This is an optimization exercise on Yosys and OpenROAD, whose aim is small area and a short achievable clock period, not a production implementation. Only simulation tests tie the RTL to the original design; equivalence was not proved.

==> inputs of job 6531 <==
==> flow/design.v (excerpt) <==
module daq_core (
    input  logic        BUS_CLK,
    input  logic        BUS_RST,
    input  logic [15:0] bus_add,
    input  logic [7:0]  bus_wr_data,
    output logic [7:0]  bus_rd_data,
    input  logic        bus_rd,
    input  logic        bus_wr,
    input  logic        trig_in,
    input  logic        inj_loop_in,
    input  logic        hitor_in,
    output logic        inj_pulse,
    output logic        resetb_ext,
    output logic [4:0]  led,
    input  logic        arb_ready,
    output logic        arb_write,
    output logic [31:0] arb_data
);
clock: 3.0 ns
lec_check: 0
cap_margin: 20
core_margin: 2
core_utilization: 65
cts_cluster_diameter: 80
cts_cluster_size: 30
setup_slack_margin: 1.38
slew_margin: 20
standard.sh (not shown) runs the stock make flow with config.mk's settings and CLKGATE_MAP_FILE= SYNTH_SCRIPT=/design/flow/synth_recipe.tcl, a recipe that flattens the netlist after the stock synthesis.
==> flow/flow/run.sh <==
#!/bin/bash
set -euo pipefail
export OWN_FLOW_DIR="$PWD/flow"
export CTS_ARGS="-sink_clustering_enable -repair_clock_nets -sink_clustering_size 30 -sink_clustering_max_diameter 80 -dont_use_dummy_load"
export BUFFER_PORTS_ARGS="-buffer_cell sky130_fd_sc_hd__buf_2"
export POST_GLOBAL_ROUTE_TCL="$OWN_FLOW_DIR/post_grt.tcl"
export DS_LOCAL_MARGIN=1.37
export DS_GLOBAL_MARGIN=1.40
bash standard.sh > standard_flow.log 2>&1
==> flow/flow/downsize.tcl <==
# Area recovery that keeps timing: swap each cell for the smallest cell of its own
# family (same name up to the drive-strength suffix) that keeps the slack of every
# pin of the cell at or above DS_LOCAL ns and the design's worst slack at or above
# its value before the pass (or DS_GLOBAL ns if that is lower), with no new max-slew
# or max-capacitance violation and the worst hold slack kept above 0.05 ns (or its
# value before the pass if lower). Clock-tree cells, tap and filler cells are left alone.
proc ds_run {local_margin global_margin} {
  set dont_use {}
  if {[info exists ::env(DONT_USE_CELLS)]} { set dont_use $::env(DONT_USE_CELLS) }
  set wns0 [expr {[sta::worst_slack_cmd max] * 1e9}]
  set gmin [expr {min($wns0, $global_margin)}]
  set hold0 [expr {[sta::worst_slack_cmd min] * 1e9}]
  set hmin [expr {min($hold0, 0.05)}]
  set slew0 [sta::max_slew_violation_count]
  set cap0 [sta::max_capacitance_violation_count]
  # family -> list of {area libcell}
  array set fam {}
  foreach lc [get_lib_cells sky130_fd_sc_hd__*] {
    set n [get_name $lc]
    if {[lsearch -exact $dont_use $n] >= 0} continue
    if {![regexp {^(.*)_([0-9]+)$} $n -> base drv]} continue
    lappend fam($base) [list [get_property $lc area] $n]
  }
  foreach b [array names fam] { set fam($b) [lsort -real -index 0 $fam($b)] }
  set saved 0.0
  set swaps 0
  foreach inst [get_cells *] {
    set ref [get_property $inst ref_name]
    if {![regexp {^(.*)_([0-9]+)$} $ref -> base drv]} continue
    if {[string match "*clkbuf*" $ref] || [string match "*clkinv*" $ref] || [string match "*tap*" $ref] || [string match "*fill*" $ref] || [string match "*decap*" $ref] || [string match "*conb*" $ref]} continue
    if {![info exists fam($base)]} continue
    set iname [get_full_name $inst]
    if {[string match "clk*" $iname]} continue
    set a0 [get_property [get_lib_cells $ref] area]
    foreach cand $fam($base) {
      lassign $cand a n
      if {$a >= $a0} break
      replace_cell $inst $n
      estimate_parasitics -global_routing
      set ok 1
      foreach p [get_pins -of_objects $inst] {
        set s [get_property $p slack_max]
        if {$s ne "" && $s < $local_margin} { set ok 0; break }
      }
      if {$ok && [sta::worst_slack_cmd max] * 1e9 < $gmin} { set ok 0 }
      if {$ok && [sta::worst_slack_cmd min] * 1e9 < $hmin} { set ok 0 }
      if {$ok && ([sta::max_slew_violation_count] > $slew0 || [sta::max_capacitance_violation_count] > $cap0)} { set ok 0 }
      if {$ok} {
        set saved [expr {$saved + $a0 - $a}]
        incr swaps
        break
      }
      replace_cell $inst $ref
      estimate_parasitics -global_routing
    }
  }
  puts "downsize: $swaps cells, [format %.1f $saved] um2 saved, worst slack [format %.3f [expr {[sta::worst_slack_cmd max]*1e9}]] (was [format %.3f $wns0]), worst hold slack [format %.3f [expr {[sta::worst_slack_cmd min]*1e9}]], slew/cap violations [sta::max_slew_violation_count]/[sta::max_capacitance_violation_count]"
}
==> flow/flow/post_grt.tcl <==
# Hook run by ORFS's global_route.tcl after its timing repair (POST_GLOBAL_ROUTE_TCL):
# recover area on cells with slack to spare, then reroute the touched nets and
# rewrite the route guides for detailed routing.
source $::env(OWN_FLOW_DIR)/downsize.tcl
global_route -start_incremental
ds_run $::env(DS_LOCAL_MARGIN) $::env(DS_GLOBAL_MARGIN)
global_route -end_incremental
estimate_parasitics -global_routing
report_worst_slack
report_design_area
write_guides $::env(RESULTS_DIR)/route.guide
==> job 2688: changes against job 6531 <==
--- a/flow/design.v
+++ b/flow/design.v
@@ -59,17 +59,15 @@
     logic [28-1:0] ts_carry;
     assign ts_carry[0] = 1'b1;
     for (genvar i = 1; i < 28; i++) begin : g_carry
         assign ts_carry[i] = &ts_now[i-1:0];
     end
-    logic [28-1:0] ts_toggle;
-    assign ts_toggle = ts_carry & {28{~BUS_RST}};
     always_ff @(posedge BUS_CLK) begin
         if (BUS_RST)
             ts_now <= '0;
         else
-            ts_now <= ts_now ^ ts_toggle;
+            ts_now <= ts_now ^ ts_carry;
     end
     always_ff @(posedge BUS_CLK) begin
         if (BUS_RST) begin
             configured <= 1'b0;
             gpio       <= '0;
@@ -128,11 +126,11 @@
     assign last  = (cnt[7:1] == 7'd0) && (cnt[0] == pulse);
     assign borrow[0] = 1'b1;
     for (genvar i = 1; i < 8; i++) begin : g_borrow
         assign borrow[i] = ~|cnt[i-1:0];
     end
-    assign cnt_dec = cnt ^ (borrow & {8{busy}});
+    assign cnt_dec = cnt ^ borrow;
     always_ff @(posedge BUS_CLK) begin
         if (BUS_RST) begin
             delay  <= 8'h00;
             width  <= 8'h00;
             ext_en <= 1'b0;
@@ -198,11 +196,10 @@
     logic          enable;
     logic [7:0]    lost;
     logic [D:0]    occ;
     logic [7:0]    lost_inc;
     logic [7:0]    lost_carry;
-    logic          lost_en;
     logic          full;
     logic          push;
     logic          pop;
     always_ff @(posedge BUS_CLK) begin
         if (BUS_RST) begin
@@ -224,30 +221,30 @@
             fifo_mem <= {fifo_mem[(D-1)*W-1:0], ts_now};
     end
     always_ff @(posedge BUS_CLK) begin
         if (BUS_RST)
             occ <= (D+1)'(1);
-        else
-            occ <= push ? (pop ? occ : {occ[D-1:0], 1'b0})
-                        : (pop ? {1'b0, occ[D:1]} : occ);
+        else if (push && !pop)
+            occ <= {occ[D-1:0], 1'b0};
+        else if (pop && !push)
+            occ <= {1'b0, occ[D:1]};
     end
-    assign lost_en = rise & enable & full & (lost != 8'hFF);
     assign lost_carry[0] = 1'b1;
     for (genvar i = 1; i < 8; i++) begin : g_carry
         assign lost_carry[i] = &lost[i-1:0];
     end
-    assign lost_inc = lost ^ (lost_carry & {8{lost_en}});
+    assign lost_inc = lost ^ lost_carry;
     always_ff @(posedge BUS_CLK) begin
         if (BUS_RST) begin
             enable <= 1'b0;
             lost   <= 8'h00;
         end else begin
             if (regs_wr && regs_offset == 8'd0)
                 enable <= regs_wdata[0];
             if (regs_wr && regs_offset == 8'd1)
                 lost <= 8'h00;
-            else
+            else if (rise && enable && full && lost != 8'hFF)
                 lost <= lost_inc;
         end
     end
     always_comb begin
         case (regs_offset)
==> flow/run.sh (new file) <==
#!/bin/bash
# synth_recipe.tcl (not shown) runs the flow's synth.tcl, then flattens the netlist and writes it again
# the make line also repeats each setting of config.mk as NAME=value (left out here)
make -C /OpenROAD-flow-scripts/flow DESIGN_CONFIG=/design/flow/config.mk WORK_HOME=/design/flow/orfs CLKGATE_MAP_FILE= SYNTH_SCRIPT=/design/flow/synth_recipe.tcl finish
==> flow/config.mk (replaced) <==
export PLATFORM = sky130hd
export DESIGN_NAME = daq_core
export DESIGN_NICKNAME = daq_core
export VERILOG_FILES = /design/flow/design.v
export SDC_FILE = /design/flow/constraint.sdc
export NUM_CORES = 4
export LEC_CHECK = 0
export ABC_CLOCK_PERIOD_IN_PS = 1500
export CAP_MARGIN = 20
export CORE_MARGIN = 2
export CORE_UTILIZATION = 75
export CTS_CLUSTER_DIAMETER = 80
export CTS_CLUSTER_SIZE = 30
export SETUP_SLACK_MARGIN = 1.35
export SLEW_MARGIN = 20
removed: flow/flow/run.sh
removed: flow/flow/downsize.tcl
removed: flow/flow/post_grt.tcl
removed: flow/standard.sh
==> job 5415: changes against job 6531 <==
==> flow/run.sh (new file) <==
#!/bin/bash
# synth_recipe.tcl (not shown) runs the flow's synth.tcl, then flattens the netlist and writes it again
# the make line also repeats each setting of config.mk as NAME=value (left out here)
make -C /OpenROAD-flow-scripts/flow DESIGN_CONFIG=/design/flow/config.mk WORK_HOME=/design/flow/orfs CLKGATE_MAP_FILE= SYNTH_SCRIPT=/design/flow/synth_recipe.tcl finish
==> flow/config.mk (replaced) <==
export PLATFORM = sky130hd
export DESIGN_NAME = daq_core
export DESIGN_NICKNAME = daq_core
export VERILOG_FILES = /design/flow/design.v
export SDC_FILE = /design/flow/constraint.sdc
export NUM_CORES = 4
export LEC_CHECK = 0
export ABC_CLOCK_PERIOD_IN_PS = 1500
export CAP_MARGIN = 20
export CORE_MARGIN = 2
export CORE_UTILIZATION = 65
export CTS_CLUSTER_DIAMETER = 80
export CTS_CLUSTER_SIZE = 30
export SETUP_SLACK_MARGIN = 1.4
export SLEW_MARGIN = 20
removed: flow/flow/run.sh
removed: flow/flow/downsize.tcl
removed: flow/flow/post_grt.tcl
removed: flow/standard.sh
==> impl_metrics.env <==
export IMPL_outcome="no timing/DRC/antenna violations"
export IMPL_clk_pin_slew_ps=110
export IMPL_crit_chain="nand2_1 -> or3_4 -> nor3_4 -> nand4_1 -> mux2_1"
export IMPL_drt_met1_wl_um=22300
export IMPL_vias=14300
export IMPL_drc=0
export IMPL_path_delay_family="simple AND/OR/NAND/NOR gates"
export IMPL_top_regs="ts_hor.fifo_mem (224), ts_inj.fifo_mem (224)"
export IMPL_seq_area_frac_synth_pct=74.3
export IMPL_final_common_cell="edfxtp_1"
export IMPL_inverters=16
export IMPL_nets=1693
export IMPL_wl_met3_um=4070
export IMPL_fp_dieH_um=191
export IMPL_seq_share_pct=66.5
export IMPL_finalNonFillerCells=2110
[end of results for job 6531]
==> impl_metrics.env <==
export IMPL_synth_edff_count=468
export IMPL_place_inst=1945
export IMPL_lastStage="4_1_cts"
export IMPL_fp_dieW_um=179
export IMPL_seq_area_frac_synth_pct=74.2
export IMPL_yosysMostFrequentCell="edfxtp_1"
export IMPL_synthCells=1531
export IMPL_synth_compound_area_share_pct=11.9
export IMPL_design_portCount=80
export IMPL_firstError="[ERROR DPL-0033] detailed placement checks failed during check placement."
export IMPL_yosys_area_share_xor_xnor_pct=1.15
export IMPL_postSynth_asyncResetShare_pct=0
export IMPL_gp_congestion=0.914
export IMPL_fp_dieH_um=179
export IMPL_outcome="did not finish"
[end of results for job 2688]
==> impl_metrics.env <==
export IMPL_outcome="no timing/DRC/antenna violations"
export IMPL_inverters=16
export IMPL_seq_area_frac_synth_pct=74.3
export IMPL_drt_met1_wl_um=21600
export IMPL_seq_share_pct=64.5
export IMPL_final_common_cell="edfxtp_1"
export IMPL_wl_met3_um=4840
export IMPL_nets=1709
[end of results for job 5415]

-- afterwards: timing with drivers on the ports --
No port has a modelled driver above. Below, the same layouts with a new extraction and two added sets of constraints. Step 1 (the two cells are an assumption about what drives the block):
set clk [get_ports {BUS_CLK}]
set_driving_cell -lib_cell sky130_fd_sc_hd__clkbuf_16 $clk
set_driving_cell -lib_cell sky130_fd_sc_hd__buf_2 [delete_from_list [all_inputs] $clk]
Step 2 also shifts input and output timing later by t, the mid clock arrival at the registers, as if the neighbouring blocks saw the same clock. a / b / c = ideal / step 1 / step 2; a / b = the first two.
| run | shift t [ns] | slack for setup (ns) | worst hold slack (ns) | pins driven straight from the clock port |
|---|---|---|---|---|
| job 6531 | 0.615 | 1.268 / 1.268 / 0.773 | 0.232 / 0.199 / 0.414 | 1 |
| job 5415 | 0.637 | 1.308 / 1.251 / 0.801 | 0.451 / 0.420 / 0.451 | 1 |
After both steps every run listed still meets setup and hold. The setup slack of job 5415, which loses most, moves by -0.057 ns with the drivers and by -0.507 ns with both steps.
